What follows belongs to an exercise in optimizing a design on an open flow for small area, a short achievable clock period and few clock cycles per item; a production flow would make more cautious choices.
Only simulation tests tie the RTL to the original design; equivalence was not proved.
Power figures rest on the tool's default switching activity, not on a simulated workload.

## flow/run.sh

```bash
#!/bin/bash
# The standard ORFS layout (standard.sh: the standard synthesis, floorplan, power grid, CTS
# and routing), with two changes in how it is made: the port buffers are buf_2 cells (the default
# choice is a slow delay buffer), and repair_timing keeps a larger setup margin than the 16 ns
# clock needs, so that it sizes and buffers the design for speed. Each step's full log stays in
# orfs/logs; make's output is in standard_flow.log.
set -euo pipefail
bash standard.sh "BUFFER_PORTS_ARGS=-buffer_cell sky130_fd_sc_hd__buf_2" SETUP_SLACK_MARGIN=11.6 finish > standard_flow.log 2>&1
```

## standard.sh

```bash
#!/bin/bash
# synth_recipe.tcl (not shown) runs the flow's synth.tcl, then flattens the netlist and writes it again
# the make line also repeats each setting of config.mk as NAME=value (left out here)
make -C /OpenROAD-flow-scripts/flow DESIGN_CONFIG=/design/flow/config.mk WORK_HOME=/design/flow/orfs CLKGATE_MAP_FILE= SYNTH_SCRIPT=/design/flow/synth_recipe.tcl "${@:-finish}"
```

## config.mk

```make
export PLATFORM = sky130hd
export DESIGN_NAME = pn_eval
export DESIGN_NICKNAME = pn_eval
export VERILOG_FILES = /design/flow/design.v
export SDC_FILE = /design/flow/constraint.sdc
export NUM_CORES = 8
export LEC_CHECK = 0
export CAP_MARGIN = 20
export CORE_MARGIN = 2
export CORE_UTILIZATION = 60
export SETUP_SLACK_MARGIN = 1.0
export SLEW_MARGIN = 20
```

## constraint.sdc

```tcl
create_clock -name core_clock -period 16.0 [get_ports {clk}]
set_input_delay 3.2000 -clock core_clock [delete_from_list [all_inputs] [get_ports {clk}]]
set_output_delay 3.2000 -clock core_clock [all_outputs]
set_load 0.01 [all_outputs]
```

## design.v

```verilog
package pn_eval_pkg;
  localparam logic [1:0] OP_ADD = 2'b00;
  localparam logic [1:0] OP_SUB = 2'b01;
  localparam logic [1:0] OP_MUL = 2'b10;
  localparam logic [1:0] OP_RSV = 2'b11;
endpackage
module pn_alu #(
  parameter int DW = 30
) (
  input  logic [DW-1:0] x,
  input  logic [DW-1:0] m,
  input  logic [5:0]    bd,    
  input  logic          zsel,
  input  logic [DW-1:0] z,
  input  logic          zc,
  output logic [DW-1:0] res
);
  logic [DW-1:0] pp0, pp1, row1, s, c, cv;
  logic [DW:0] sum;
  always_comb begin
    pp0 = (({DW{bd[0]}} & m) | ({DW{bd[1]}} & {m[DW-2:0], 1'b0})) ^ {DW{bd[2]}};
    pp1 = (({DW{bd[3]}} & m) | ({DW{bd[4]}} & {m[DW-2:0], 1'b0})) ^ {DW{bd[5]}};
    row1 = zsel ? z : {pp1[DW-3:0], bd[5], bd[5]};
    s = x ^ pp0 ^ row1;
    c = (x & pp0) | (x & row1) | (pp0 & row1);
    cv = {c[DW-2:0], bd[2]};
    sum = {s, 1'b1} + {cv, zsel ? zc : bd[5]};
    res = sum[DW:1];
  end
endmodule
module pn_booth (
  input  logic [4:0] w,
  output logic [5:0] bd
);
  always_comb begin
    bd[0] = w[1] ^ w[0];
    bd[1] = (w[2] & ~w[1] & ~w[0]) | (~w[2] & w[1] & w[0]);
    bd[2] = w[2];
    bd[3] = w[3] ^ w[2];
    bd[4] = (w[4] & ~w[3] & ~w[2]) | (~w[4] & w[3] & w[2]);
    bd[5] = w[4];
  end
endmodule
module pn_eval #(
  parameter int DATA_W = 3,
  parameter int OUT_W = 64,
  parameter int MAX_LEN = 20
) (
  input  logic              clk,
  input  logic              rst,
  input  logic              in_valid,
  input  logic [DATA_W-1:0] in,
  input  logic              operator,
  input  logic              mode,
  output logic              out_valid,
  output logic [OUT_W-1:0]  out,
  output logic              err
);
  localparam int VD = 9;    
  localparam int PD = 9;    
  localparam int BD = 8;    
  localparam int DW = 30;
  function automatic integer vw(input integer j);
    case (j)
      0: vw = 30;   
      1: vw = 24;
      2: vw = 21;
      3: vw = 18;
      4: vw = 16;
      5: vw = 13;
      6: vw = 10;
      7: vw = 7;
      default: vw = 4;
    endcase
  endfunction
  logic active_q, ended_q, ov_q, err_q, errA_q, errF_q, mode_q;
  logic [4:0] lvl_q, bud_q;
  logic [2:0] wp_q, rp_q;        
  logic [BD-1:0][3:0] buf_q;
  logic first, a_err, fe, a_md, up;
  logic [4:0] a_lvl, a_bud, n_lvl;
  logic [5:0] n_bud;
  assign first = in_valid & ~active_q;
  always_comb begin
    a_md = first ? mode : mode_q;
    a_lvl = first ? (a_md ? 5'd0 : 5'd1) : lvl_q;
    a_bud = first ? (a_md ? 5'd21 : 5'd19) : bud_q;
    a_err = first ? 1'b0 : errA_q;
    up = a_md ^ operator;
    n_lvl = up ? a_lvl + 5'd1 : a_lvl - 5'd1;
    n_bud = up ? {1'b0, a_bud} - 6'd2 : {1'b0, a_bud};
    if (operator && in[1:0] == pn_eval_pkg::OP_RSV) a_err = 1'b1;
    if (a_md ? operator && a_lvl < 5'd2 : a_lvl == 5'd0) a_err = 1'b1;
    if (n_bud[5]) a_err = 1'b1;
    fe = errA_q | (mode_q ? lvl_q != 5'd1 : lvl_q != 5'd0);
  end
  logic ctv_q, ct_op_q;
  logic [2:0] ct_v_q;
  logic [DW-1:0] r_q;
  logic rv_q;
  logic [VD-1:0][DW-1:0] v_q;    
  logic [PD-1:0] pv_q, pl_q;    
  logic [PD-1:0][1:0] po_q;
  logic pend_q, mb_q;
  logic [16:0] q_q;
  logic xt_q, xr_q, mt_q, wt_q, zs_q, zc_q;
  logic [5:0] bd_q;
  logic [DW-1:0] t, x, m, z, res;
  logic [5:0] bd_d;
  logic [DW-1:0] r_d;
  logic rv_d;
  logic [VD-1:0][DW-1:0] v_d;
  logic [PD-1:0] pv_d, pl_d;
  logic [PD-1:0][1:0] po_d;
  logic pend_d, mb_d, ctv_d, ct_op_d, mode_d;
  logic [2:0] ct_v_d;
  logic [16:0] q_d;
  logic xt_d, xr_d, mt_d, wt_d, zs_d, zc_d, t4_d;
  logic consume, load, avail, clr, fin_a, fin_b, fin_err;
  assign t = v_q[0];
  for (genvar i = 0; i < PD; i++) begin : g_pv
    assign pv_q[i] = po_q[i] != 2'b11;
    assign pv_d[i] = po_d[i] != 2'b11;
  end
  always_comb begin
    x = ({DW{xt_q}} & t) | ({DW{xr_q}} & r_q);
    m = mt_q ? t : r_q;
    z = {{(DW-3){zc_q}}, ct_v_q ^ {3{zc_q}}};
  end
  pn_alu #(.DW(DW)) u_alu (.x(x), .m(m), .bd(bd_q), .zsel(zs_q), .z(z), .zc(zc_q), .res(res));
  pn_booth u_bq (.w(q_d[4:0]), .bd(bq));
  pn_booth u_bt (.w({v_d[0][3:0], 1'b0}), .bd(bt));
  pn_booth u_br (.w({r_d[3:0], 1'b0}), .bd(br));
  logic a_step, a_tr, a_rv, a_fuse, a_ppush, a_fpush, a_lpush;
  logic [1:0] a_op;
  logic fz, sg, xt_p, mt_p, wt_p;
  logic [5:0] bq, bt, br, bm, bd_p, bpv;
  localparam logic [5:0] BD_ADD = 6'b000001;    
  localparam logic [5:0] BD_SUB = 6'b100101;    
  logic [2:0] rp_n;
  assign a_step = mb_q;
  assign a_tr = ~mb_q & (pend_q | (ctv_q & mode_q & ct_op_q));
  assign a_rv = ~mb_q & ~pend_q & ctv_q & ~mode_q & ~ct_op_q & pv_q[0] & pl_q[0];
  assign a_fuse = a_rv & pv_q[1] & pl_q[1] & ~po_q[1][1];
  assign a_ppush = ~mb_q & ~pend_q & ctv_q & mode_q & ~ct_op_q;
  assign a_fpush = ~mb_q & ~pend_q & ctv_q & ~mode_q & ct_op_q;
  assign a_lpush = ~mb_q & ~pend_q & ctv_q & ~mode_q & ~ct_op_q & ~(pv_q[0] & pl_q[0]);
  assign a_op = (~pend_q & mode_q) ? ct_v_q[1:0] : po_q[0];
  always_comb begin
    logic fr4, fq, swapq, single, mul;
    logic pop_v, push_v, land, land2, idle_next;
    mul = a_op == pn_eval_pkg::OP_MUL;
    fr4 = r_q[DW-1:3] == '0 || r_q[DW-1:3] == '1;
    single = wt_q | fr4;
    swapq = ((t[DW-1:7] == '0 || t[DW-1:7] == '1) && !(r_q[DW-1:7] == '0 || r_q[DW-1:7] == '1)) ||
            ((t[DW-1:11] == '0 || t[DW-1:11] == '1) && !(r_q[DW-1:11] == '0 || r_q[DW-1:11] == '1)) ||
            ((t[DW-1:15] == '0 || t[DW-1:15] == '1) && !(r_q[DW-1:15] == '0 || r_q[DW-1:15] == '1));
    fq = q_q[16:4] == '0 || q_q[16:4] == '1;
    r_d = r_q;
    rv_d = rv_q;
    v_d = v_q;
    pl_d = pl_q;
    po_d = po_q;
    pend_d = pend_q;
    mb_d = mb_q;
    q_d = q_q;
    consume = ctv_q & ~mb_q & ~pend_q;
    pop_v = 1'b0;
    push_v = 1'b0;
    land = 1'b0;
    land2 = 1'b0;
    if (a_step) begin
      r_d = res;
      v_d[0] = {t[DW-5:0], 4'b0};
      q_d = {{4{q_q[16]}}, q_q[16:4]};
      if (fq) begin
        mb_d = 1'b0;
        pop_v = 1'b1;
        if (!mode_q) land = 1'b1;
      end
    end
    if (a_tr) begin
      if (!mul || single) begin
        r_d = res;
        pop_v = 1'b1;
        if (pend_q) land = 1'b1;
      end else begin
        r_d = '0;
        mb_d = 1'b1;
        q_d = swapq ? {t[15:0], 1'b0} : {r_q[15:0], 1'b0};
        v_d[0] = swapq ? r_q : t;
      end
    end
    if (a_rv) begin
      r_d = res;
      if (a_fuse) begin
        land2 = 1'b1;
        pop_v = 1'b1;
      end else land = 1'b1;
    end
    if (a_ppush | a_lpush) begin
      push_v = rv_q & (mode_q | pv_q[0]);
      r_d = {{(DW-3){1'b0}}, ct_v_q};
      rv_d = 1'b1;
      if (!mode_q) pl_d[0] = 1'b1;
    end
    if (a_fpush) begin
      for (int i = PD - 1; i > 0; i--) begin
        pl_d[i] = pl_q[i-1];
        po_d[i] = po_q[i-1];
      end
      pl_d[0] = 1'b0;
      po_d[0] = ct_v_q[1:0];
    end
    if (pop_v) begin
      for (int i = 0; i < VD - 1; i++) begin
        v_d[i] = v_q[i+1];
      end
    end
    if (push_v) begin
      for (int i = VD - 1; i > 0; i--) begin
        v_d[i] = v_q[i-1];
      end
      v_d[0] = r_q;
    end
    if (land) begin
      for (int i = 0; i < PD - 1; i++) begin
        pl_d[i] = pl_q[i+1];
        po_d[i] = po_q[i+1];
      end
      po_d[PD-1] = 2'b11;
      pl_d[PD-1] = 1'b0;
      pend_d = pv_q[1] & pl_q[1];
      pl_d[0] = pv_q[1];
    end
    if (land2) begin
      for (int i = 0; i < PD - 2; i++) begin
        pl_d[i] = pl_q[i+2];
        po_d[i] = po_q[i+2];
      end
      po_d[PD-1] = 2'b11;
      pl_d[PD-1] = 1'b0;
      po_d[PD-2] = 2'b11;
      pl_d[PD-2] = 1'b0;
      pend_d = pv_q[2] & pl_q[2];
      pl_d[0] = pv_q[2];
    end
    avail = rp_q != wp_q || in_valid;
    load = (~ctv_q | consume) & avail;
    ctv_d = load | (ctv_q & ~consume);
    if (~ctv_q | consume) {ct_op_d, ct_v_d} = rp_q != wp_q ? buf_q[rp_q] : {operator, in};
    else {ct_op_d, ct_v_d} = {ct_op_q, ct_v_q};
    rp_n = rp_q + 3'(load);
    mode_d = first ? mode : mode_q;
    idle_next = ~(ctv_q & ~consume) & ~(rp_q != wp_q) & ~pend_d & ~mb_d;
    fin_a = active_q & ~ov_q & ~ended_q & ~fe & idle_next;   
    fin_b = active_q & ~ov_q & ended_q & ~errF_q & idle_next;
    fin_err = active_q & ~ov_q & ended_q & errF_q;
    if (fin_err) r_d = '0;
    clr = rst | ov_q;
    if (clr) begin
      ctv_d = 1'b0;
      mb_d = 1'b0;
      pend_d = 1'b0;
      po_d = '1;
      pl_d = '0;
      rv_d = 1'b0;
    end
    t4_d = v_d[0][DW-1:3] == '0 || v_d[0][DW-1:3] == '1;
    fz = pv_d[1] & pl_d[1] & ~po_d[1][1];    
    sg = fz & po_d[1][0];                     
    bm = t4_d ? bt : br;
    case (pend_d ? po_d[0] : ct_v_d[1:0])
      pn_eval_pkg::OP_MUL: {xt_p, mt_p, wt_p, bd_p} = {1'b0, ~t4_d, t4_d, bm};
      pn_eval_pkg::OP_SUB: {xt_p, mt_p, wt_p, bd_p} = {3'b100, BD_SUB};
      default: {xt_p, mt_p, wt_p, bd_p} = {3'b100, BD_ADD};
    endcase
    case ({sg, ct_v_d})
      4'b0000: bpv = 6'b000000;
      4'b0001: bpv = 6'b000001;
      4'b0010: bpv = 6'b001110;
      4'b0011: bpv = 6'b001101;
      4'b0100: bpv = 6'b001000;
      4'b0101: bpv = 6'b001001;
      4'b0110: bpv = 6'b010110;
      4'b0111: bpv = 6'b010101;
      4'b1000: bpv = 6'b000000;
      4'b1001: bpv = 6'b100101;
      4'b1010: bpv = 6'b100110;
      4'b1011: bpv = 6'b101001;
      4'b1100: bpv = 6'b101000;
      4'b1101: bpv = 6'b101101;
      4'b1110: bpv = 6'b101110;
      default: bpv = 6'b110001;
    endcase
    xr_d = mb_d;
    zs_d = 1'b0;
    zc_d = sg ^ po_d[0][0];
    if (mb_d) {xt_d, mt_d, wt_d, bd_d} = {3'b010, bq};
    else if (pend_d | mode_q) {xt_d, mt_d, wt_d, bd_d} = {xt_p, mt_p, wt_p, bd_p};
    else begin
      zs_d = po_d[0] != pn_eval_pkg::OP_MUL;
      {xt_d, mt_d, wt_d} = {fz, 2'b00};
      bd_d = po_d[0] == pn_eval_pkg::OP_MUL ? bpv : sg ? BD_SUB : BD_ADD;
    end
  end
  for (genvar j = 0; j < VD; j++) begin : g_v
    localparam int WJ = vw(j);
    logic [WJ-1:0] st_q;
    always_ff @(posedge clk) st_q <= v_d[j][WJ-1:0];
    assign v_q[j] = {{(DW-WJ){st_q[WJ-1]}}, st_q};
  end
  always_ff @(posedge clk) begin
    r_q <= r_d;
    q_q <= q_d;
    po_q <= po_d;
    {ct_op_q, ct_v_q} <= {ct_op_d, ct_v_d};
    mode_q <= mode_d;
    buf_q[wp_q] <= {operator, in};
    if (in_valid) begin
      lvl_q <= n_lvl;
      bud_q <= n_bud[4:0];
    end
    err_q <= fin_err;
    {xt_q, xr_q, mt_q, wt_q, zs_q, zc_q, bd_q} <= {xt_d, xr_d, mt_d, wt_d, zs_d, zc_d, bd_d};
    ctv_q <= ctv_d;
    mb_q <= mb_d;
    pend_q <= pend_d;
    pl_q <= pl_d;
    rv_q <= rv_d;
    if (clr) begin
      active_q <= 1'b0;
      ended_q <= 1'b0;
      ov_q <= 1'b0;
      errA_q <= 1'b0;
      errF_q <= 1'b0;
      wp_q <= '0;
      rp_q <= '0;
    end else begin
      active_q <= active_q | in_valid;
      if (active_q & ~ended_q & ~in_valid) begin
        ended_q <= 1'b1;
        errF_q <= fe;
      end
      ov_q <= (~in_valid & fin_a) | fin_b | fin_err;
      if (in_valid) errA_q <= a_err;
      wp_q <= wp_q + 3'(in_valid);
      rp_q <= rp_n;
    end
  end
  assign out_valid = ov_q;
  assign err = err_q;
  assign out = {{(OUT_W-DW){r_q[DW-1]}}, r_q};
endmodule
```

==> results.cfg, run 1 <==
[logic_synthesis]
synth_fa_ha_area_frac = 0.0693
synthSimpleGateAreaFrac = 0.189
yosys_most_used_dff = dfxtp_1
synthArstFlopShare = 0
ys_warn_count = 3
netlist_instances = 2062
yosysSeqAreaShare = 0.388
synth_xor_area_frac = 0.0521
synth_top_area_frac = 0.205
syn_nets = 2152
yosysMostFrequentCell = nand2_1
synth_top_family_by_area = simple AND/OR/NAND/NOR gates
synth-compound-area-share = 0.169
syn_area_per_cell_um2 = 8.81
synth_area_leader_cell = edfxtp_1
synth-seq-cells = 290
synth.area.top_cells = edfxtp_1, dfxtp_1, nand2_1
muxShareOfSynthArea = 0.0689
synth_cell_types = 80
syn-cell-area_um2 = 18200
synth_edf_count = 124
synth_common_cells = nand2_1, dfxtp_1, nor2_1, edfxtp_1, a22oi_1

[sta]
fin_crit_ns = 4.62
whs_ns = 0.451
tightest_slew_ns = 0.952
clock.fmax_mhz = 217
slew_headroom = 0.365
finalHoldViolations = 0
finalSetupViolations = 0
setup_ws_ns = 11.38
tns_ns = 0
finalCritPeriodShare = 0.289
skew_ns = 0.0137
rsz0062_at_grt = true
drv_slew = 0

[final_layout]
final_nets = 2198
post-route-util = 0.727
seq_area_um2 = 7140
final.fill_count = 2228
drive_gt1_frac = 0.224
multi_input_area_um2 = 10900
area_delta_synth_final_pct = 19.0
post-route-cell-area_um2 = 21600
n_antenna_cell = 0

[placement]
dpl_worst_slack_ns = 10.22
dpl.hpwl_um = 31700
placed_area_um2 = 18600
io_buffer_count = 73
gp_congestion = 0.900

[grt]
use_met3 = 0.0516
gr-max-usage-layer = met2
antenna_found_initial = 0
grt_overflow = 0
met1_usage = 0.451
grt.total_usage = 0.314
grt_use_met2 = 0.481
grt_pass1_wl_um = 79300
grt_pass1_vias = 14900
grt_max_degree = 95

[outcome]
status = timing/DRC/antenna clean

[detailed_routing]
vias = 15800
routed_wl_um = 51800
drtIter0Drc = 1610
drtPass1Iterations = 6
drc = 0
via_per_inst = 6.27
wl_per_cell_um = 20.5
drtAntennaViolNets = 0

[power_and_ir_drop]
p_leak_nw = 9.00
intPower_mw = 2.67
sw_frac_of_total = 0.433
clockPowerShare = 0.159
power_frac_comb = 0.569
pwr_density_cell_nw_per_um2 = 218
ir_drop_mv = 0.114
pwr-share-seq = 0.273
switchingPower_mw = 2.04

[critical_path]
critPathLaunchType = flop
r2r_cells = 20
cp-end-kind = flop
cp_max_fo = 8
critPathLaunch = mt_q
critPathArrivalTime_ns = 5.03
worstPathRequired_ns = 16.41
r2r_setup_slack_ns = 11.38
r2r_end = r_q[29]
cp-endpoint = r_q[29]
rr_startpoint = mt_q
critical_path_class = reg -> reg

[floorplanning]
dieArea_um2 = 31700
pin_count = 74
dieHeight_um = 178
die_w_um = 178
rows = 63
core_um2 = 29700
start_util = 0.611

[clocking]
numCtsBuffers = 34
clock_sinks = 290
cts_tree = done
htreeDepth = 2
clk_latency_ns = 0.53
root_buffer = clkbuf_16
clkTransAtPathRegs_ns = 0.06
clock_path_buffers = 3

[run]
drv_cap = 0

[min_path]
hp-class = reg -> reg
## per-layer routing
| layer | share of wire | routed length, um |
|---|---|---|
| met4 | 0.031 | 1580 |
| met1 | 0.44 | 22900 |
| met2 | 0.45 | 23200 |
| met3 | 0.080 | 4160 |
| met5 | 0 | 0 |
## state kept, by name, summed over array words and instances, names as in the netlist, 3 cells and up
signal,count
bud_q,4
r_q,30
pl_q,9
po_q,18
ct_v_q,3
g_v.st_q,143
wp_q,3
q_q,17
buf_q,32
lvl_q,5
bd_q,6
rp_q,3
## cells in the final DEF (no fill, tap or decap), drive strengths merged, types with 22 or more instances in the layout
cell	n
mux2i	61
inv	96
nor2	152
dfxtp	166
a22o	42
clkbuf	42
xor2	64
nand2	445
ha	51
a22oi	103
mux2	41
xnor2	44
a21oi	77
buf	171
fa	31
o21ai	48
nor4	29
edfxtp	124
nand4	22
nand3	22
nor3	25
## per-stage QoR
stage | power [mW] | cells
3_5_place_dp | 3.29 | 2375
5_1_grt | 5.00 | 2524
4_1_cts | 4.38 | 2499
6_report | 4.71 | 2524
2_1_floorplan | 2.82 | 2062
3_3_place_gp | 3.26 | 2375
## area by class of cell
class,count,area share
Multi-Input combinational cell,1516,0.503
Sequential cell,290,0.330
Clock inverter,22,0.00718
Clock buffer,40,0.0423
Tap cell,390,0.0226
Inverter,92,0.0177
Timing Repair Buffer,174,0.0772
## power groups by stage
stage | logic (mW) | registers (mW) | clock network, mW
global placement | 2.00 | 1.26 | 0
CTS | 2.36 | 1.26 | 0.760
finish | 2.68 | 1.28 | 0.747
detailed placement | 2.03 | 1.26 | 0
floorplan | 1.72 | 1.10 | 0
global route | 2.92 | 1.30 | 0.786
## critical path: stages, from the launching register on
cell and delay [ns]:
dfxtp_4 0.38, buf_6 0.11, buf_16 0.13, buf_4 0.12, mux2_2 0.36, a22oi_2 0.21
xor2_1 0.12, fa_1 0.52, inv_1 0.04, ha_2 0.20, or4_4 0.55, nor2_4 0.16
o2111ai_4 0.13, a31o_2 0.24, a21o_1 0.22, a31oi_4 0.22, o21bai_2 0.11, a41oi_2 0.23
o2bb2ai_2 0.14, xnor2_1 0.09, a22o_1 0.21
## timing repair
action,in CTS,in global routing
cloned,7,4
setup buffers,55,21
hold buffers,0,0
resized for setup,149,130
pin swaps,44,47
endpoints found under the setup margin,94,63
## cells by family after synthesis
group | after synthesis
simple gates | 783
compound gates | 429
flops | 290
buf+inv | 260
mux | 110
xor+xnor | 108
fa+ha+maj | 82
## how the worst min path moves through the flow
| stage | start | end | cells after the start |
|---|---|---|---|
| 6_report | g_v[7].st_q[1] | g_v[8].st_q[1] | 0 |
| 2_1_floorplan | g_v[7].st_q[0] | g_v[8].st_q[0] | 0 |
| 3_3_place_gp | g_v[7].st_q[1] | g_v[8].st_q[1] | 0 |
| 5_1_grt | g_v[7].st_q[1] | g_v[8].st_q[1] | 0 |
| 4_1_cts | g_v[7].st_q[1] | g_v[8].st_q[1] | 0 |
| 3_5_place_dp | g_v[7].st_q[3] | g_v[8].st_q[3] | 0 |
Testbench counts, summed over its fixed seeds: cycles 4,812, items 384.
==> run 2: changes to the inputs <==
--- a/flow/run.sh
+++ b/flow/run.sh
@@ -5,4 +5,4 @@
 # clock needs, so that it sizes and buffers the design for speed. Each step's full log stays in
 # orfs/logs; make's output is in standard_flow.log.
 set -euo pipefail
-bash standard.sh "BUFFER_PORTS_ARGS=-buffer_cell sky130_fd_sc_hd__buf_2" SETUP_SLACK_MARGIN=11.6 finish > standard_flow.log 2>&1
+bash standard.sh "BUFFER_PORTS_ARGS=-buffer_cell sky130_fd_sc_hd__buf_2" SETUP_SLACK_MARGIN=11.25 finish > standard_flow.log 2>&1
==> run 2 against run 1 <==
Still clean on timing, DRC and antenna; total power decreased by 8.7%; sequential share of layout area grew 2.0 points; critical path depth down 18; highest routed layer unchanged.
==> results.cfg, run 2 <==
[critical_path]
cp_top_family = flip-flops
critPathMaxStageDelay_ns = 0.52
cp_max_fo = 36
critPathLaunchType = flop
path_buf_inv = 2
critical_path_class = reg -> out
worstPathRequired_ns = 12.80
rr_startpoint = g_v[0].st_q[4]
worst_path_max_delay_cell = dfxtp_1
cp-end-kind = output port
r2r_end = r_q[28]
critPathArrivalTime_ns = 1.48
cp_cell_sequence = buf_8, buf_2
r2r_setup_slack_ns = 11.34
r2r_cells = 20

[final_layout]
post-route-util = 0.680
largestRegisters = g_v.st_q: 143 flops, buf_q: 32 flops, r_q: 30 flops
drive_gt1_frac = 0.157
regMostFlops = g_v.st_q
largest_reg_flops = 143
n_antenna_cell = 0
post-route-cell-area_um2 = 20200
final_cell_mix = nand2_1, nor2_1, dfxtp_1
area_delta_synth_final_pct = 11.3
final_nets = 2133
mostFrequentLayoutCell = nand2_1
fin_cells = 2458

[sta]
finalHoldViolations = 0
finalSetupViolations = 0
clock.fmax_mhz = 214
fin_crit_ns = 4.68
slew_headroom = 0.377
tightest_slew_ns = 0.935
tns_ns = 0
rsz0062_at_grt = true
finalCritPeriodShare = 0.292
drv_slew = 0
skew_ns = 0.0245

[clocking]
clk_latency_ns = 0.54
htreeDepth = 2
clock_path_buffers = 3
clkTransAtPathRegs_ns = 0.06
cts_tree = done
root_buffer = clkbuf_16
clock_sinks = 290
numCtsBuffers = 34

[min_path]
hold_path_end = g_v[8].st_q[3]
holdCritStartpoint = g_v[7].st_q[3]
holdPathStages = 0
hp-class = reg -> reg

[logic_synthesis]
synth_top_area_frac = 0.205
synthSimpleGateAreaFrac = 0.189
synth-compound-area-share = 0.169
synth_cell_types = 80
yosysSeqAreaShare = 0.388
netlist_instances = 2062
syn-cell-area_um2 = 18200
synth_top_family_by_area = simple AND/OR/NAND/NOR gates
synth_common_cells = nand2_1, dfxtp_1, nor2_1, edfxtp_1, a22oi_1
syn_nets = 2152
yosys_most_used_dff = dfxtp_1
synthArstFlopShare = 0
synth.area.top_cells = edfxtp_1, dfxtp_1, nand2_1
synth_fa_ha_area_frac = 0.0693
ys_warn_count = 3
synth_edf_count = 124
muxShareOfSynthArea = 0.0689
synth-seq-cells = 290
synth_area_leader_cell = edfxtp_1
yosysMostFrequentCell = nand2_1
synth_xor_area_frac = 0.0521
syn_area_per_cell_um2 = 8.81

[detailed_routing]
drtIter0Drc = 1299
vias = 15100
wl_per_cell_um = 19.4
via_per_inst = 6.16
routed_wl_um = 47800
drtAntennaViolNets = 0
drtPass1Iterations = 8
drc = 0

[grt]
antenna_found_initial = 1
grt_pass1_vias = 14400
grt_pass1_wl_um = 76100
grt_max_degree = 95
grt.total_usage = 0.301
grt_overflow = 0

[placement]
io_buffer_count = 73
dpl.hpwl_um = 32500
placed_area_um2 = 18500
place_inst = 2376
gp_congestion = 0.933

[floorplanning]
dieArea_um2 = 31700
core_um2 = 29700
rows = 63
die_w_um = 178
start_util = 0.611
pin_count = 74
dieHeight_um = 178

[power_and_ir_drop]
ir_drop_mv = 0.132
power_mw = 4.30
p_leak_nw = 8.48
pwr_density_cell_nw_per_um2 = 212

[outcome]
status = timing/DRC/antenna clean

[run]
drv_cap = 0
run 2: cell counts after synthesis:
No cell type changed its count.
run 2: metal layers:
metal  part of all wire  vias to the layer above  wire length, um  global-route usage
met5                  0                        -                0                   0
met4              0.021                        0             1010              0.0926
met3              0.076                       88             3650              0.0622
met2               0.45                      564            21500               0.467
met1               0.45                     7260            21600               0.424
li1                   -                     7221                -                   -
run 2: layout make-up:
class / instances / area, um^2
multi-input combinational: 1513 / 10400
fill: 2491 / 9500
sequential: 290 / 7090
clock buffer: 47 / 960
timing repair buffer: 112 / 747
tap: 390 / 488
inverter: 92 / 373
clock inverter: 14 / 170
run 2: worst max path at each step:
stage	from	to	slack [ns]	cells after the start
floorplan	in[1]	bd_q[5]	11.13	9
global placement	in_valid	lvl_q[4]	10.34	11
global route	mt_q	r_q[28]	11.12	22
finish	r_q[29]	out[29]	11.32	2
detailed placement	in_valid	lvl_q[4]	10.25	11
CTS	mt_q	r_q[29]	11.25	20
run 2: kinds of logic (layout without fill, tap and decap cells):
| group | after synthesis | in the layout |
|---|---|---|
| flops | 290 | 290 |
| xor+xnor | 108 | 108 |
| fa+ha+maj | 82 | 82 |
| simple gates | 783 | 784 |
| compound gates | 429 | 429 |
| mux | 110 | 110 |
| buf+inv | 260 | 265 |
run 2: power breakdown:
group	leakage (nW)	switching (mW)	internal, mW
registers	2.51	0.293	0.980
clock network	0.539	0.324	0.458
logic	5.43	1.23	1.02
run 2: stage by stage:
stage / hold WS (ns) / worst slack (ns)
4_1_cts: 0.463 / 11.25
5_1_grt: 0.469 / 11.12
3_5_place_dp: 0.439 / 10.25
3_3_place_gp: 0.429 / 10.34
6_report: 0.460 / 11.32
2_1_floorplan: 0.426 / 11.13
run 2: timing repair:
action                     in CTS  in global routing
cloned                          1                  2
hold endpoints to repair        0                  0
hold buffers                    0                  0
pin swaps                       7                 15
setup endpoints to repair      20                 20
setup buffers                  10                  8
resized for setup              39                 64
==> run 3: changes to the inputs <==
--- a/flow/run.sh
+++ b/flow/run.sh
@@ -5,4 +5,4 @@
 # clock needs, so that it sizes and buffers the design for speed. Each step's full log stays in
 # orfs/logs; make's output is in standard_flow.log.
 set -euo pipefail
-bash standard.sh "BUFFER_PORTS_ARGS=-buffer_cell sky130_fd_sc_hd__buf_2" SETUP_SLACK_MARGIN=11.25 finish > standard_flow.log 2>&1
+bash standard.sh "BUFFER_PORTS_ARGS=-buffer_cell sky130_fd_sc_hd__buf_2" SETUP_SLACK_MARGIN=11.1 finish > standard_flow.log 2>&1
==> run 3 against run 2 <==
Sequential power barely moved; non-clock buffer count fell by 13; die area did not move; sequential share of layout area rose by 0.60 points; synthesized cell count did not move; setup slack got worse by 0.11 ns; combinational power fell by 4%; critical endpoint unchanged; highest routed layer unchanged.
==> results.cfg, run 3 <==
[detailed_routing]
wl_per_cell_um = 19.1
drtPass1Iterations = 8
via_per_inst = 6.13
drtAntennaViolNets = 0
drtIter0Drc = 1391
drc = 0
routed_wl_um = 46700
vias = 15000

[grt]
grt_max_degree = 89
grt_pass1_vias = 13900
grt_overflow = 0
antenna_found_initial = 0
grt.total_usage = 0.292
grt_pass1_wl_um = 74700

[floorplanning]
pin_count = 74
core_um2 = 29700
die_w_um = 178
dieArea_um2 = 31700
dieHeight_um = 178
rows = 63
start_util = 0.611

[min_path]
holdPathStages = 0
hold_path_end = g_v[8].st_q[1]
hp-class = reg -> reg
holdCritStartpoint = g_v[7].st_q[1]

[logic_synthesis]
yosysMostFrequentCell = nand2_1
synth_top_area_frac = 0.205
synth.area.top_cells = edfxtp_1, dfxtp_1, nand2_1
synth_area_leader_cell = edfxtp_1
netlist_instances = 2062
yosysSeqAreaShare = 0.388
synth-seq-cells = 290
synthArstFlopShare = 0
synth_edf_count = 124
syn_nets = 2152
syn-cell-area_um2 = 18200
synth_common_cells = nand2_1, dfxtp_1, nor2_1, edfxtp_1, a22oi_1
ys_warn_count = 3
syn_area_per_cell_um2 = 8.81
synth_cell_types = 80
yosys_most_used_dff = dfxtp_1

[power_and_ir_drop]
pwr_density_cell_nw_per_um2 = 209
pwr-share-seq = 0.305
sw_frac_of_total = 0.428
clockPowerShare = 0.179
ir_drop_mv = 0.123
p_leak_nw = 8.34
power_frac_comb = 0.516
switchingPower_mw = 1.77
intPower_mw = 2.37

[final_layout]
drive_gt1_frac = 0.133
final_cell_mix = nand2_1, dfxtp_1, nor2_1
n_antenna_cell = 0
final_nets = 2116
multi_input_area_um2 = 10300
regMostFlops = g_v.st_q
fin_cells = 2441
area_delta_synth_final_pct = 9.22
seq_area_um2 = 7070
largest_reg_flops = 143
largestRegisters = g_v.st_q: 143 flops, buf_q: 32 flops, r_q: 30 flops
mostFrequentLayoutCell = nand2_1
final.fill_count = 2526

[placement]
gp_congestion = 0.908
dpl.hpwl_um = 32000
io_buffer_count = 73
place_inst = 2376

[sta]
rsz0062_at_grt = true
slew_headroom = 0.278
tightest_slew_ns = 1.08
fin_crit_ns = 4.78
clock.fmax_mhz = 209
finalSetupViolations = 0
finalHoldViolations = 0
finalCritPeriodShare = 0.299
drv_slew = 0
skew_ns = 0.0190
tns_ns = 0

[critical_path]
cp-end-kind = output port
cp_max_fo = 36
critPathArrivalTime_ns = 1.58
worstPathRequired_ns = 12.80
r2r_end = bd_q[1]
r2r_cells = 15
r2r_setup_slack_ns = 11.29
critical_path_class = reg -> out
critPathLaunchType = flop
rr_startpoint = g_v[0].st_q[17]

[clocking]
clock_sinks = 290
clkTransAtPathRegs_ns = 0.06
htreeDepth = 1
root_buffer = clkbuf_16
clk_latency_ns = 0.58
cts_tree = done
clock_path_buffers = 3
numCtsBuffers = 31

[run]
drv_cap = 0

[outcome]
status = timing/DRC/antenna clean
## run 3: area by class of cell
class,count,area share
multi-input combinational,1512,0.517
sequential,290,0.357
clock buffer,44,0.0436
timing repair buffer,99,0.0309
tap,390,0.0246
inverter,92,0.0178
clock inverter,14,0.00965
## run 3: how the worst max path moves through the flow
stage | from | to | slack (ns) | depth (start not counted)
6_report | r_q[29] | out[29] | 11.22 | 2
5_1_grt | mt_q | r_q[28] | 11.01 | 22
4_1_cts | g_v[0].st_q[15] | bd_q[1] | 11.08 | 15
3_5_place_dp | in_valid | lvl_q[4] | 10.40 | 11
3_3_place_gp | in_valid | lvl_q[4] | 10.46 | 11
2_1_floorplan | bd_q[2] | r_q[29] | 11.11 | 20
## run 3: what timing repair did
| item | in CTS | in global routing |
|---|---|---|
| gates cloned | 0 | 1 |
| hold buffers | 0 | 0 |
| setup buffers | 2 | 4 |
| resized for setup | 18 | 42 |
| endpoints found under the setup margin | 15 | 18 |
| pin swaps | 2 | 10 |
## run 3: power groups by stage
stage | Combinational, mW | Sequential [mW] | Clock, mW
3_3_place_gp | 1.98 | 1.25 | 0
2_1_floorplan | 1.69 | 1.10 | 0
5_1_grt | 2.40 | 1.28 | 0.779
6_report | 2.14 | 1.26 | 0.742
3_5_place_dp | 2.01 | 1.26 | 0
4_1_cts | 2.05 | 1.24 | 0.755
## run 3: layer usage
layer / vias to the layer above / part of all wire / GRT usage / wire length, um
li1: 7190 / - / - / -
met1: 7162 / 0.46 / 0.430 / 21600
met2: 557 / 0.45 / 0.452 / 20900
met3: 65 / 0.071 / 0.0458 / 3320
met4: 0 / 0.021 / 0.0700 / 988
met5: - / 0 / 0 / 0
## run 3: kinds of logic (layout without fill, tap and decap cells)
family | Yosys count | in the layout | synth area share
and+or+nand+nor | 783 | 783 | 0.189
adders and majority gates | 82 | 82 | 0.0693
DFF | 290 | 290 | 0.388
xor gates and xnor gates | 108 | 108 | 0.0521
buffers and inverters | 260 | 249 | 0.0636
AOI/OAI and AO/OA | 429 | 429 | 0.169
muxes | 110 | 110 | 0.0689
## run 3: critical path, stage by stage (launching register included)
cell and delay [ns]:
dfxtp_1 0.47, buf_4 0.32, buf_2 0.20
## run 3: stage by stage
stage	setup slack, ns	hold slack, ns	instance area, um^2	power (mW)	util
finish	11.22	0.450	19800	4.15	0.668
global route	11.01	0.479	19800	4.46	0.668
CTS	11.08	0.454	19600	4.04	0.660
detailed placement	10.40	0.437	18500	3.26	0.622
global placement	10.46	0.429	18500	3.23	0.622
floorplan	11.11	0.426	18300	2.79	-
==> run 4: changes to the inputs <==
--- a/flow/run.sh
+++ b/flow/run.sh
@@ -5,4 +5,4 @@
 # clock needs, so that it sizes and buffers the design for speed. Each step's full log stays in
 # orfs/logs; make's output is in standard_flow.log.
 set -euo pipefail
-bash standard.sh "BUFFER_PORTS_ARGS=-buffer_cell sky130_fd_sc_hd__buf_2" SETUP_SLACK_MARGIN=11.1 finish > standard_flow.log 2>&1
+bash standard.sh "BUFFER_PORTS_ARGS=-buffer_cell sky130_fd_sc_hd__buf_2" SETUP_SLACK_MARGIN=11.4 finish > standard_flow.log 2>&1
--- a/config.mk
+++ b/config.mk
@@ -8,5 +8,7 @@
 export CAP_MARGIN = 20
 export CORE_MARGIN = 2
 export CORE_UTILIZATION = 60
+export CTS_CLUSTER_DIAMETER = 80
+export CTS_CLUSTER_SIZE = 30
 export SETUP_SLACK_MARGIN = 1.0
 export SLEW_MARGIN = 20
==> run 4 against run 3 <==
Hold slack improved by 0.015 ns; clock power fell by 31%; critical endpoint is now r_q[16]; setup slack improved by 0.13 ns; clock skew rose by 0.023 ns; design area rose by 1.9%; still clean; final cell count rose by 0.53%; core utilization rose by 1.2 points; register-to-register slack improved by 0.05 ns; wire length rose by 3.5%.
==> results.cfg, run 4 <==
[outcome]
status = timing/DRC/antenna clean

[critical_path]
critPathArrivalTime_ns = 5.06
cp-end-kind = flop
critPathLaunch = mt_q
rr_startpoint = mt_q
cp_max_fo = 8
critPathLaunchType = flop
critical_path_class = reg -> reg
worstPathRequired_ns = 16.40

[clocking]
holdBufCountCts = 0
numCtsBuffers = 17
clkTransAtPathRegs_ns = 0.12
clock_path_buffers = 3
clock_sinks = 290
cts_tree = done
clk_latency_ns = 0.55
root_buffer = clkbuf_16
htreeDepth = 1

[floorplanning]
die_w_um = 178
start_util = 0.611
pin_count = 74
core_um2 = 29700
dieArea_um2 = 31700
rows = 63
dieHeight_um = 178

[detailed_routing]
drtAntennaViolNets = 0
dr_wl_met3_um = 3350
wl_met2_um = 21700
routed_wl_um = 48400
top_layer = met5
wl_per_cell_um = 19.7
drtIter0Drc = 1315
wl_met1_um = 22100
drtPass1Iterations = 5
vias = 15200
drc = 0
via_per_inst = 6.19

[logic_synthesis]
syn_area_per_cell_um2 = 8.81
syn-cell-area_um2 = 18200
synth_area_leader_cell = edfxtp_1
synth_top_area_frac = 0.205
synth-seq-cells = 290
yosys_most_used_dff = dfxtp_1
yosysMostFrequentCell = nand2_1
syn_nets = 2152
synth.area.top_cells = edfxtp_1, dfxtp_1, nand2_1
synth_cell_types = 80
ys_warn_count = 3
synthArstFlopShare = 0
synth_common_cells = nand2_1, dfxtp_1, nor2_1, edfxtp_1, a22oi_1
yosysSeqAreaShare = 0.388
netlist_instances = 2062
synth_edf_count = 124

[sta]
finalHoldViolations = 0
tns_ns = 0
finalSetupViolations = 0
clock.fmax_mhz = 215
slew_headroom = 0.421
whs_ns = 0.465
tightest_slew_ns = 0.866
drv_slew = 0
rsz0062_at_grt = true
fin_crit_ns = 4.66
finalCritPeriodShare = 0.291
skew_ns = 0.0420

[min_path]
hp-class = reg -> reg
holdCritStartpoint = g_v[7].st_q[1]

[power_and_ir_drop]
pwr_density_cell_nw_per_um2 = 209
ir_drop_mv = 0.110
p_leak_nw = 8.44

[final_layout]
largestRegisters = g_v.st_q: 143 flops, buf_q: 32 flops, r_q: 30 flops
area_delta_synth_final_pct = 11.3
n_antenna_cell = 0
post-route-util = 0.680
largest_reg_flops = 143
post-route-cell-area_um2 = 20200
final_cell_mix = nand2_1, nor2_1, dfxtp_1
drive_gt1_frac = 0.181
mostFrequentLayoutCell = nand2_1
final_nets = 2143
regMostFlops = g_v.st_q

[grt]
antenna_found_initial = 0
grt.total_usage = 0.297
grt_pass1_vias = 13900
grt_overflow = 0
grt_max_degree = 85
grt_pass1_wl_um = 76000

[placement]
placed_area_um2 = 18500
gp_congestion = 0.945
dpl.hpwl_um = 32000
io_buffer_count = 73

[run]
drv_cap = 0
run 4: cell count changes in the layout (fill, tap and decap cells not counted), sizes merged:
cell	change
and4	+1
buf	+38
bufinv	-4
clkbuf	-24
clkinv	-4
clkinvlp	-1
inv	+5
nand2	+2
run 4: final cells by class:
type,count,area (um^2)
clock buffers,20,437
clock inverters,10,160
fillers,2438,9510
inverters,92,370
multi-input cells,1515,10700
flip-flops and latches,290,7110
well taps,390,488
repair buffers,137,997
run 4: worst paths after layout:
kind                    end  slack, ns  cells after the start
max                 r_q[16]      11.34                     27
min          g_v[8].st_q[1]       0.47                      0
max reg2reg         r_q[16]      11.34                     27
min reg2reg  g_v[8].st_q[1]       0.47                      0
run 4: layer usage:
metal  vias to the layer above  global-route usage
met5                         -             0.00962
li1                       7245                   -
met2                       564               0.460
met4                         2              0.0789
met3                        94              0.0454
met1                      7274               0.434
run 4: kinds of logic after synthesis:
kind of cell               Yosys count  share of synthesized area
AOI/OAI and AO/OA                  429                      0.169
xor gates and xnor gates           108                     0.0521
adders and majority gates           82                     0.0693
buffers and inverters              260                     0.0636
DFF                                290                      0.388
muxes                              110                     0.0689
and+or+nand+nor                    783                      0.189
run 4: worst max-delay path: stages (launching register included):
cell      delay (ns)
dfxtp_4         0.39
buf_12          0.13
buf_16          0.14
mux2_4          0.33
a22oi_2         0.15
xor2_1          0.10
nor2_1          0.11
nor2_1          0.06
fa_1            0.49
inv_1           0.04
ha_2            0.34
and3_1          0.28
a21oi_4         0.11
nor2_2          0.15
o211ai_1        0.14
buf_4           0.16
buf_4           0.12
buf_4           0.12
buf_4           0.13
buf_4           0.12
buf_4           0.12
buf_4           0.12
buf_4           0.12
nor2_2          0.14
nor3_2          0.07
xnor2_1         0.12
a22oi_1         0.16
nor2_1          0.06
run 4: per-stage QoR:
stage                     power, mW  std cells  setup slack, ns
after floorplan                2.80       2062            11.13
after global placement         3.25       2375            10.34
after detailed placement       3.27       2375            10.25
after CTS                      4.02       2428            11.37
after global routing           4.53       2454            11.11
final                          4.23       2454            11.34
run 4: where the power goes:
part / switching, mW / total, mW / internal [mW]
logic: 1.32 / 2.44 / 1.12
registers: 0.293 / 1.27 / 0.980
clock network: 0.290 / 0.509 / 0.219
run 4: what timing repair did:
item,4_1_cts,5_1_grt
pin swaps,20,23
resized for setup,92,79
gates cloned,4,2
setup endpoints to repair,64,22
setup buffers,19,24
==> run 5: changes to the inputs <==
--- a/config.mk
+++ b/config.mk
@@ -8,7 +8,6 @@
 export CAP_MARGIN = 20
 export CORE_MARGIN = 2
 export CORE_UTILIZATION = 60
-export CTS_CLUSTER_DIAMETER = 80
-export CTS_CLUSTER_SIZE = 30
+export PLACE_DENSITY_LB_ADDON = 0.2
 export SETUP_SLACK_MARGIN = 1.0
 export SLEW_MARGIN = 20
==> run 5 against run 4 <==
Still clean on timing, DRC and antenna; combinational power about the same; sequential share of layout area down 0.57 points; final cell count up 0.77%; register-to-register slack better by 0.08 ns; first-iteration DRC count up 23%; maximum frequency up 1.8%; clock power up 46%; die area unchanged; critical path type unchanged; largest cell class unchanged.
==> results.cfg, run 5 <==
[critical_path]
critPathMaxStageDelay_ns = 0.46
worst_path_max_delay_cell = or4_4
worstPathRequired_ns = 16.48
cp_num_cells = 22
r2r_setup_slack_ns = 11.43
r2r_cells = 22
cp_max_fo = 8
rr_startpoint = mt_q
path_buf_inv = 2
cp_cell_sequence = buf_12, mux2_4, a22oi_2, xor2_1, nor2_1, nor2_1, fa_1, inv_2, ha_4, a21oi_4, nor2b_4, nor3_2, o21a_1, nor2_2, o211ai_1, o2111ai_1, o211ai_1, o31ai_2, or4_4, a31oi_4, xnor2_1, a22o_1
critical_path_class = reg -> reg
critPathLaunchType = flop
r2r_end = r_q[28]
cp-end-kind = flop
critPathArrivalTime_ns = 5.06
cp_top_family = compound AO/OA/AOI/OAI gates

[final_layout]
area_delta_synth_final_pct = 13.2
final_cell_mix = nand2_1, nor2_1, edfxtp_1
largest_reg_flops = 143
mostFrequentLayoutCell = nand2_1
seq_area_um2 = 7120
drive_gt1_frac = 0.181
largestRegisters = g_v.st_q: 143 flops, buf_q: 32 flops, r_q: 30 flops
n_antenna_cell = 0
multi_input_area_um2 = 10600
final_nets = 2148
final.fill_count = 2271
regMostFlops = g_v.st_q

[floorplanning]
die_w_um = 178
dieHeight_um = 178
pin_count = 74
dieArea_um2 = 31700
start_util = 0.611
core_um2 = 29700
rows = 63

[sta]
finalCritPeriodShare = 0.286
fin_crit_ns = 4.57
tightest_slew_ns = 0.767
clock.fmax_mhz = 219
skew_ns = 0.0133
drv_slew = 0
finalSetupViolations = 0
tns_ns = 0
slew_headroom = 0.489
whs_ns = 0.457
rsz0062_at_grt = true
finalHoldViolations = 0

[min_path]
hold_path_end = g_v[8].st_q[0]
hp-class = reg -> reg
holdPathStages = 0
holdCritStartpoint = g_v[7].st_q[0]

[detailed_routing]
routed_wl_um = 48200
drtPass1Iterations = 6
drtIter0Drc = 1613
drtAntennaViolNets = 0
vias = 15400
wl_per_cell_um = 19.5
via_per_inst = 6.23
drc = 0

[placement]
io_buffer_count = 73
gp_congestion = 0.933
dpl.hpwl_um = 31700

[logic_synthesis]
syn-cell-area_um2 = 18200
syn_area_per_cell_um2 = 8.81
yosys_most_used_dff = dfxtp_1
synth_edf_count = 124
synth_cell_types = 80
synthArstFlopShare = 0
synth_top_area_frac = 0.205
synth-seq-cells = 290
syn_nets = 2152
synth.area.top_cells = edfxtp_1, dfxtp_1, nand2_1
synth_area_leader_cell = edfxtp_1
synth_common_cells = nand2_1, dfxtp_1, nor2_1, edfxtp_1, a22oi_1
netlist_instances = 2062
yosysMostFrequentCell = nand2_1
yosysSeqAreaShare = 0.388
ys_warn_count = 3

[clocking]
clock_sinks = 290
clock_path_buffers = 3
root_buffer = clkbuf_16
htreeDepth = 1
clk_latency_ns = 0.59
clkTransAtPathRegs_ns = 0.06
numCtsBuffers = 31
cts_tree = done

[power_and_ir_drop]
p_leak_nw = 8.63
pwr_density_cell_nw_per_um2 = 216
ir_drop_mv = 0.119
power_mw = 4.45

[outcome]
status = timing/DRC/antenna clean

[run]
drv_cap = 0

[grt]
grt_pass1_wl_um = 74100
antenna_found_initial = 0
grt_max_degree = 112
grt_overflow = 0
grt.total_usage = 0.291
grt_pass1_vias = 14000
==> run 5: layout make-up <==
type	instances	area share
timing repair buffer	128	0.0464
multi-input combinational	1515	0.515
clock buffer	43	0.0429
tap	390	0.0237
inverter	92	0.0177
clock inverter	15	0.00803
sequential	290	0.346
==> run 5: logic make-up after synthesis <==
kind of cell             synth area share
AO/OA/AOI/OAI                       0.169
multiplexers                       0.0689
adder cells (fa/ha/maj)            0.0693
XOR/XNOR                           0.0521
flip-flops                          0.388
buffers and inverters              0.0636
AND/OR/NAND/NOR                     0.189
==> run 5: what timing repair did <==
item	in CTS	in global routing
gates cloned	3	3
resized for setup	63	104
hold buffers	0	0
setup endpoints to repair	67	60
pin swaps	10	38
buffers inserted	9	25
==> run 5: stage by stage <==
step	util	worst slack, ns	cells	instance area (um^2)
2_1_floorplan	-	11.13	2062	18400
3_3_place_gp	0.623	10.35	2374	18500
3_5_place_dp	0.623	10.27	2374	18500
4_1_cts	0.669	11.34	2444	19900
5_1_grt	0.692	11.27	2473	20600
6_report	0.692	11.43	2473	20600
==> run 5: worst max path at each step <==
stage	startpoint	to	slack, ns
final	mt_q	r_q[28]	11.43
after global routing	mt_q	r_q[28]	11.27
after CTS	mt_q	r_q[29]	11.34
after detailed placement	in_valid	lvl_q[4]	10.27
after global placement	in_valid	lvl_q[4]	10.35
after floorplan	in[1]	bd_q[5]	11.13
==> run 5: layer usage <==
layer	vias up	part of all wire	wire, um	global-route usage
met5	-	0.00095	46	0.0144
met4	2	0.034	1640	0.113
met3	126	0.082	3930	0.0552
met2	690	0.44	21200	0.429
met1	7313	0.44	21400	0.423
li1	7265	-	-	-
==> run 5: power by group <==
part | switching (mW) | internal [mW] | leakage, nW | total, mW
combinational | 1.30 | 1.13 | 5.60 | 2.43
clock | 0.308 | 0.433 | 0.520 | 0.742
sequential | 0.297 | 0.984 | 2.52 | 1.28
==> run 6: changes to the inputs <==
--- a/config.mk
+++ b/config.mk
@@ -8,6 +8,7 @@
 export CAP_MARGIN = 20
 export CORE_MARGIN = 2
 export CORE_UTILIZATION = 60
+export GPL_ROUTABILITY_DRIVEN = 0
 export PLACE_DENSITY_LB_ADDON = 0.2
 export SETUP_SLACK_MARGIN = 1.0
 export SLEW_MARGIN = 20
==> run 6 against run 5 <==
Global-route usage grew 0.056 points; die area unchanged; non-clock buffer count rose by 7; design area fell by 0.55%; synthesized cell count is the same; area after synthesis did not move; setup slack got worse by 0.023 ns.
==> results.cfg, run 6 <==
[clocking]
htreeDepth = 1
cts_tree = done
numCtsBuffers = 31
clk_latency_ns = 0.58
clkTransAtPathRegs_ns = 0.07
root_buffer = clkbuf_16
clock_sinks = 290
holdBufCountCts = 0
clock_path_buffers = 3

[floorplanning]
dieArea_um2 = 31700
start_util = 0.611
core_um2 = 29700
die_w_um = 178
rows = 63
dieHeight_um = 178
pin_count = 74

[sta]
drv_slew = 0
clock.fmax_mhz = 218
rsz0062_at_grt = true
setup_ws_ns = 11.40
tightest_slew_ns = 0.931
slew_headroom = 0.379
fin_crit_ns = 4.60
tns_ns = 0
finalHoldViolations = 0
whs_ns = 0.454
finalCritPeriodShare = 0.287
finalSetupViolations = 0
skew_ns = 0.0172

[logic_synthesis]
synth_edf_count = 124
synth-seq-cells = 290
yosys_most_used_dff = dfxtp_1
synth_cell_types = 80
syn_nets = 2152
syn_area_per_cell_um2 = 8.81
ys_warn_count = 3
synth_common_cells = nand2_1, dfxtp_1, nor2_1, edfxtp_1, a22oi_1
synth_top_area_frac = 0.205
yosysMostFrequentCell = nand2_1
synth.area.top_cells = edfxtp_1, dfxtp_1, nand2_1
yosysSeqAreaShare = 0.388
netlist_instances = 2062
syn-cell-area_um2 = 18200
synthArstFlopShare = 0
synth_area_leader_cell = edfxtp_1

[final_layout]
final_nets = 2154
n_antenna_cell = 0
largest_reg_flops = 143
mostFrequentLayoutCell = nand2_1
final.fill_count = 2282
fin_cells = 2479
final_cell_mix = nand2_1, nor2_1, dfxtp_1
post-route-cell-area_um2 = 20500
regMostFlops = g_v.st_q
largestRegisters = g_v.st_q: 143 flops, buf_q: 32 flops, r_q: 30 flops
area_delta_synth_final_pct = 12.6
multi_input_area_um2 = 10600
seq_area_um2 = 7100
drive_gt1_frac = 0.176

[critical_path]
cp-end-kind = output port
critPathArrivalTime_ns = 1.40
worst_path_max_delay_cell = dfxtp_1
critical_path_class = reg -> out
critPathLaunchType = flop
critPathMaxStageDelay_ns = 0.60
worstPathRequired_ns = 12.80
cp_cell_sequence = buf_2
r2r_setup_slack_ns = 11.42
path_buf_inv = 1
cp_top_family = flip-flops
cp_max_fo = 8

[min_path]
hp-class = reg -> reg

[detailed_routing]
wl_per_cell_um = 19.2
vias = 15500
via_per_inst = 6.25
drtPass1Iterations = 6
drtAntennaViolNets = 0
drtIter0Drc = 1559
routed_wl_um = 47700
drc = 0

[placement]
place_inst = 2375
dpl_worst_slack_ns = 10.35
dpl.hpwl_um = 31200
placed_area_um2 = 18500
io_buffer_count = 73

[grt]
grt.total_usage = 0.292
grt_max_degree = 95
grt_pass1_vias = 14400
antenna_found_initial = 0
grt_pass1_wl_um = 75100
grt_overflow = 0

[run]
drv_cap = 0

[power_and_ir_drop]
ir_drop_mv = 0.113
p_leak_nw = 8.58
pwr_density_cell_nw_per_um2 = 218

[outcome]
status = timing/DRC/antenna clean
[run 6: cell counts after synthesis]
Identical to the previous run, type by type.
[run 6: report_power, final]
group / internal [mW] / switching (mW)
Sequential: 0.981 / 0.293
Clock: 0.394 / 0.305
Combinational: 1.17 / 1.31
Total: 2.54 / 1.91
[run 6: repair_timing]
| item | in CTS | in global routing |
|---|---|---|
| endpoints found under the setup margin | 58 | 61 |
| pin swaps | 13 | 31 |
| gates cloned | 4 | 1 |
| resized for setup | 64 | 82 |
| hold endpoints to repair | 0 | 0 |
| setup buffers | 22 | 19 |
[run 6: final timing paths]
kind | from | end | cells after the start
min | g_v[7].st_q[1] | g_v[8].st_q[1] | 0
max | r_q[7] | out[7] | 1
max reg2reg | g_v[0].st_q[18] | bd_q[2] | 15
min reg2reg | g_v[7].st_q[1] | g_v[8].st_q[1] | 0
[run 6: cells by family after synthesis]
family,synth area share
adder cells (fa/ha/maj),0.0693
AO/OA/AOI/OAI,0.169
XOR/XNOR,0.0521
AND/OR/NAND/NOR,0.189
multiplexers,0.0689
buffers and inverters,0.0636
flip-flops,0.388
[run 6: layer usage]
layer,part of all wire,global-route usage,routed length (um),vias up
met4,0.029,0.0953,1400,0
met1,0.44,0.418,21100,7436
met3,0.088,0.0567,4180,112
met2,0.44,0.445,21100,676
li1,-,-,-,7280
met5,0,0,0,-
[run 6: through the flow]
step           power [mW]   util
6_report             4.45  0.688
5_1_grt              4.75  0.688
4_1_cts              4.18  0.673
3_5_place_dp         3.25  0.623
3_3_place_gp         3.20  0.623
2_1_floorplan        2.80      -
[run 6: layout make-up]
type                    instances  share of cell area
clock buffers                  44              0.0425
clock inverters                14             0.00514
inverters                      92              0.0180
multi-input cells            1514               0.516
flip-flops and latches        290               0.347
well taps                     390              0.0239
repair buffers                135              0.0476
==> run 7: changes to the inputs <==
--- a/config.mk
+++ b/config.mk
@@ -9,6 +9,5 @@
 export CORE_MARGIN = 2
 export CORE_UTILIZATION = 60
 export GPL_ROUTABILITY_DRIVEN = 0
-export PLACE_DENSITY_LB_ADDON = 0.2
 export SETUP_SLACK_MARGIN = 1.0
 export SLEW_MARGIN = 20
==> run 7 against run 6 <==
Still clean; sequential share of layout area increased by 0.18 points; final cell count decreased by 0.12%; maximum frequency increased by 0.20%; synthesized cell count unchanged; die area unchanged; clock-buffer cell count increased by 3; combinational power decreased by 3%; first-iteration DRC count decreased by 12%; largest cell class unchanged; highest routed layer unchanged.
==> results.cfg, run 7 <==
[logic_synthesis]
synth_common_cells = nand2_1, dfxtp_1, nor2_1, edfxtp_1, a22oi_1
synth_edf_count = 124
synth_area_leader_cell = edfxtp_1
yosys_most_used_dff = dfxtp_1
synth.area.top_cells = edfxtp_1, dfxtp_1, nand2_1
syn_area_per_cell_um2 = 8.81
synth_cell_types = 80
synth-seq-cells = 290
syn-cell-area_um2 = 18200
syn_nets = 2152
yosysSeqAreaShare = 0.388
yosysMostFrequentCell = nand2_1
netlist_instances = 2062
synthArstFlopShare = 0
synth_top_area_frac = 0.205
ys_warn_count = 3

[clocking]
clock_sinks = 290
clkTransAtPathRegs_ns = 0.06
clk_latency_ns = 0.60
root_buffer = clkbuf_16
cts_tree = done
clock_path_buffers = 3
holdBufCountCts = 0
htreeDepth = 1
numCtsBuffers = 31

[sta]
finalCritPeriodShare = 0.287
clock.fmax_mhz = 218
fin_crit_ns = 4.59
rsz0062_at_grt = true
finalHoldViolations = 0
tns_ns = 0
slew_headroom = 0.395
tightest_slew_ns = 0.908
drv_slew = 0
finalSetupViolations = 0
skew_ns = 0.0176

[critical_path]
critPathLaunchType = flop
critical_path_class = reg -> out
r2r_cells = 22
critPathLaunch = r_q[2]
cp_cell_sequence = buf_2
worstPathRequired_ns = 12.80
critPathArrivalTime_ns = 1.39
r2r_setup_slack_ns = 11.43
cp_max_fo = 6
r2r_end = r_q[28]
critPathMaxStageDelay_ns = 0.58
cp-end-kind = output port
rr_startpoint = mt_q
worst_path_max_delay_cell = dfxtp_1
cp_top_family = flip-flops
cp_num_cells = 1
path_buf_inv = 1
cp-endpoint = out[2]

[detailed_routing]
vias = 15300
drtIter0Drc = 1379
drtPass1Iterations = 5
routed_wl_um = 48500
drc = 0
wl_per_cell_um = 19.6
drtAntennaViolNets = 0
via_per_inst = 6.17

[power_and_ir_drop]
p_leak_nw = 8.55
ir_drop_mv = 0.125
power_mw = 4.39
pwr_density_cell_nw_per_um2 = 215

[placement]
place_inst = 2375
io_buffer_count = 73
dpl.hpwl_um = 31800

[floorplanning]
core_um2 = 29700
rows = 63
pin_count = 74
dieArea_um2 = 31700
start_util = 0.611
die_w_um = 178
dieHeight_um = 178

[min_path]
hp-class = reg -> reg
holdCritStartpoint = g_v[7].st_q[0]
holdPathStages = 0

[final_layout]
regMostFlops = g_v.st_q
n_antenna_cell = 0
mostFrequentLayoutCell = nand2_1
final_nets = 2151
final_cell_mix = nand2_1, nor2_1, dfxtp_1
drive_gt1_frac = 0.176
largest_reg_flops = 143
area_delta_synth_final_pct = 12.2
largestRegisters = g_v.st_q: 143 flops, buf_q: 32 flops, r_q: 30 flops
fin_cells = 2476

[grt]
grt_pass1_vias = 14100
grt_pass1_wl_um = 75300
grt.total_usage = 0.297
antenna_found_initial = 0
grt_overflow = 0
grt_max_degree = 92

[run]
drv_cap = 0

[outcome]
status = timing/DRC/antenna clean
## run 7: timing repair
| action | CTS | global route |
|---|---|---|
| pin swaps | 13 | 16 |
| endpoints found under the setup margin | 69 | 26 |
| buffers inserted | 19 | 18 |
| cloned | 3 | 3 |
| resized for setup | 53 | 81 |
## run 7: cells by family after synthesis
logic type	synth area share
buf+inv	0.0636
mux	0.0689
fa+ha+maj	0.0693
xor+xnor	0.0521
compound gates	0.169
flops	0.388
simple gates	0.189
## run 7: how the worst min path moves through the flow
stage and endpoint:
6_report g_v[8].st_q[0], 3_5_place_dp g_v[8].st_q[0], 3_3_place_gp g_v[8].st_q[1], 4_1_cts g_v[8].st_q[0], 2_1_floorplan g_v[8].st_q[0], 5_1_grt g_v[8].st_q[0]
## run 7: through the flow
step / setup WS, ns / hold WS (ns) / utilization / area (um^2)
2_1_floorplan: 11.13 / 0.426 / - / 18400
3_3_place_gp: 10.38 / 0.432 / 0.623 / 18500
3_5_place_dp: 10.29 / 0.440 / 0.623 / 18500
4_1_cts: 11.35 / 0.461 / 0.669 / 19900
5_1_grt: 11.28 / 0.483 / 0.686 / 20400
6_report: 11.41 / 0.459 / 0.686 / 20400
## run 7: layout make-up
type,count,area [um^2]
multi-input combinational,1516,10500
sequential,290,7100
clock buffer,47,886
inverter,92,368
clock inverter,11,109
timing repair buffer,130,872
tap,390,488
fill,2375,9350
## run 7: worst register-to-register path: cells and delay by family (launching register included)
| family | cells | cell delay, ns |
|---|---|---|
| adders and majority gates | 2 | 0.65 |
| DFF | 1 | 0.38 |
| muxes | 1 | 0.33 |
| buffers and inverters | 2 | 0.27 |
| xor gates and xnor gates | 2 | 0.24 |
| AOI/OAI and AO/OA | 9 | 1.69 |
| and+or+nand+nor | 6 | 0.91 |
## run 7: where the power goes
part | leakage, nW | internal (mW) | switching, mW | total [mW]
logic | 5.56 | 1.12 | 1.29 | 2.41
clock network | 0.477 | 0.400 | 0.314 | 0.713
registers | 2.52 | 0.982 | 0.289 | 1.27
## run 7: per-layer routing
metal  up-vias  routed length, um  share of wire  GRT usage
li1       7279                  -              -          -
met1      7288              21700           0.45      0.427
met2       623              21300           0.44      0.451
met3        98               4030          0.083     0.0603
met4         0               1440          0.030     0.0939
met5         -                  0              0          0
==> run 8: changes to the inputs <==
--- a/config.mk
+++ b/config.mk
@@ -8,6 +8,5 @@
 export CAP_MARGIN = 20
 export CORE_MARGIN = 2
 export CORE_UTILIZATION = 60
-export GPL_ROUTABILITY_DRIVEN = 0
 export SETUP_SLACK_MARGIN = 1.0
 export SLEW_MARGIN = 20
==> run 8 against run 7 <==
Still clean on timing, DRC and antenna; clock skew rose by 0.0073 ns; non-clock buffer count shrank 2; maximum frequency is 0.46% lower; via count is 0.20% higher; wire length rose by 1.2%; total power shrank 0.49%; sequential power is essentially flat; die area stayed put; combinational power decreased by 3%; synthesized cell count unchanged; design area increased by 1.0%; highest routed layer is now met5.
==> results.cfg, run 8 <==
[outcome]
status = timing/DRC/antenna clean

[sta]
skew_ns = 0.0249
fin_crit_ns = 4.61
clock.fmax_mhz = 217
rsz0062_at_grt = true
finalHoldViolations = 0
tns_ns = 0
setup_ws_ns = 11.39
tightest_slew_ns = 0.815
finalCritPeriodShare = 0.288
whs_ns = 0.459
slew_headroom = 0.456
finalSetupViolations = 0
drv_slew = 0

[logic_synthesis]
muxShareOfSynthArea = 0.0689
synthSimpleGateAreaFrac = 0.189
yosys_most_used_dff = dfxtp_1
synth_top_family_by_area = simple AND/OR/NAND/NOR gates
synth_top_area_frac = 0.205
synth_fa_ha_area_frac = 0.0693
yosysSeqAreaShare = 0.388
syn_nets = 2152
synth-seq-cells = 290
synth_edf_count = 124
yosysMostFrequentCell = nand2_1
ys_warn_count = 3
syn_area_per_cell_um2 = 8.81
synthArstFlopShare = 0
synth_xor_area_frac = 0.0521
synth.area.top_cells = edfxtp_1, dfxtp_1, nand2_1
synth_common_cells = nand2_1, dfxtp_1, nor2_1, edfxtp_1, a22oi_1
synth_cell_types = 80
synth_area_leader_cell = edfxtp_1
syn-cell-area_um2 = 18200
synth-compound-area-share = 0.169
netlist_instances = 2062

[detailed_routing]
drc = 0
drtPass1Iterations = 6
vias = 15300
drtIter0Drc = 1352
routed_wl_um = 49100
via_per_inst = 6.18
drtAntennaViolNets = 0
wl_per_cell_um = 19.8

[placement]
dpl.hpwl_um = 32000
io_buffer_count = 73
placed_area_um2 = 18500
dpl_worst_slack_ns = 10.25
gp_congestion = 0.945
place_inst = 2375

[critical_path]
r2r_end = r_q[28]
critPathArrivalTime_ns = 1.41
critPathMaxStageDelay_ns = 0.66
r2r_cells = 21
cp_max_fo = 9
cp-end-kind = output port
path_buf_inv = 1
cp_top_family = flip-flops
cp_cell_sequence = buf_2
rr_startpoint = r_q[3]
r2r_setup_slack_ns = 11.43
worst_path_max_delay_cell = dfxtp_1
worstPathRequired_ns = 12.80
critPathLaunchType = flop
critical_path_class = reg -> out

[clocking]
clk_latency_ns = 0.53
holdBufCountCts = 0
htreeDepth = 2
clock_path_buffers = 3
numCtsBuffers = 34
clock_sinks = 290
clkTransAtPathRegs_ns = 0.06
cts_tree = done
root_buffer = clkbuf_16

[grt]
grt_max_degree = 85
antenna_found_initial = 0
grt.total_usage = 0.299
grt_pass1_wl_um = 75700
grt_pass1_vias = 14000
grt_overflow = 0

[final_layout]
largestRegisters = g_v.st_q: 143 flops, buf_q: 32 flops, r_q: 30 flops
final_nets = 2152
post-route-util = 0.693
mostFrequentLayoutCell = nand2_1
final.fill_count = 2412
regMostFlops = g_v.st_q
fin_cells = 2477
largest_reg_flops = 143
final_cell_mix = nand2_1, nor2_1, dfxtp_1
drive_gt1_frac = 0.182
area_delta_synth_final_pct = 13.3
post-route-cell-area_um2 = 20600
n_antenna_cell = 0

[min_path]
holdPathStages = 0
hp-class = reg -> reg
holdCritStartpoint = g_v[7].st_q[2]
hold_path_end = g_v[8].st_q[2]

[power_and_ir_drop]
p_leak_nw = 8.65
ir_drop_mv = 0.126
pwr_density_cell_nw_per_um2 = 212
power_mw = 4.37

[floorplanning]
pin_count = 74
die_w_um = 178
dieHeight_um = 178
core_um2 = 29700
start_util = 0.611
rows = 63
dieArea_um2 = 31700

[run]
drv_cap = 0
[run 8: cells by family after synthesis]
logic type                 count (synthesis)
AOI/OAI and AO/OA                        429
xor gates and xnor gates                 108
adders and majority gates                 82
buffers and inverters                    260
DFF                                      290
muxes                                    110
and+or+nand+nor                          783
[run 8: how the worst max path moves through the flow]
stage,from,to,cells past startpoint,slack [ns]
2_1_floorplan,in[1],bd_q[5],9,11.13
3_3_place_gp,in_valid,lvl_q[4],11,10.34
3_5_place_dp,in_valid,lvl_q[4],11,10.25
4_1_cts,g_v[0].st_q[21],bd_q[1],15,11.40
5_1_grt,mt_q,r_q[29],20,11.30
6_report,r_q[3],out[3],1,11.39
[run 8: per-layer routing]
| metal | vias to the layer above | global-route usage | wire (um) |
|---|---|---|---|
| li1 | 7273 | - | - |
| met1 | 7347 | 0.430 | 22200 |
| met2 | 589 | 0.458 | 21800 |
| met3 | 108 | 0.0543 | 3540 |
| met4 | 2 | 0.0929 | 1410 |
| met5 | - | 0.00962 | 40 |
[run 8: cell type report]
type                       instances  area, um^2  share of cell area
inverter                          92         370              0.0180
clock buffer                      39         890              0.0432
multi-input combinational       1516       10600               0.516
sequential                       290        7110               0.345
tap                              390         488              0.0237
timing repair buffer             128         915              0.0444
clock inverter                    22         189             0.00918
[run 8: timing repair]
item | in CTS | in global routing
setup buffers | 15 | 19
resized for setup | 65 | 92
pin swaps | 11 | 32
cloned | 3 | 4
endpoints found under the hold margin | 0 | 0
setup endpoints to repair | 61 | 19
[run 8: where the power goes]
part           internal [mW]  switching, mW
logic                   1.07           1.27
registers              0.982          0.297
clock network          0.436          0.318

-- what the ideal ports hide --
In the flow no input, the clock included, has a driving cell. The finished layouts below were timed again as built, in two steps.
Step 1 (the two cells are an assumption about what drives the block):
set clk [get_ports {clk}]
set_driving_cell -lib_cell sky130_fd_sc_hd__clkbuf_16 $clk
set_driving_cell -lib_cell sky130_fd_sc_hd__buf_2 [delete_from_list [all_inputs] $clk]
Step 2 moves the port delays by t, midway between the first and last clock arrival at a register: inputs arrive t later, outputs are due t later. That takes back most of the time a late clock gives input paths.
Slacks: no drivers / after step 1 / after step 2; pairs: no drivers / after step 1.
run | t (ns) | setup WS [ns] | hold slack, ns
run 1 | 0.577 | 11.383 / 11.383 / 10.851 | 0.451 / 0.451 / 0.451
run 2 | 0.585 | 11.323 / 11.270 / 10.791 | 0.460 / 0.460 / 0.460
run 3 | 0.631 | 11.217 / 11.160 / 10.626 | 0.450 / 0.450 / 0.450
run 4 | 0.581 | 11.344 / 11.344 / 10.861 | 0.465 / 0.465 / 0.465
run 5 | 0.639 | 11.428 / 11.378 / 10.850 | 0.457 / 0.457 / 0.457
run 6 | 0.627 | 11.404 / 11.350 / 10.853 | 0.454 / 0.454 / 0.454
run 7 | 0.646 | 11.414 / 11.359 / 10.853 | 0.459 / 0.459 / 0.459
run 8 | 0.570 | 11.393 / 11.338 / 10.848 | 0.459 / 0.459 / 0.459
After both steps setup and hold are still met in every run listed. The setup slack of run 3, which loses most, moves by -0.057 ns with the drivers and by -0.591 ns with both steps.
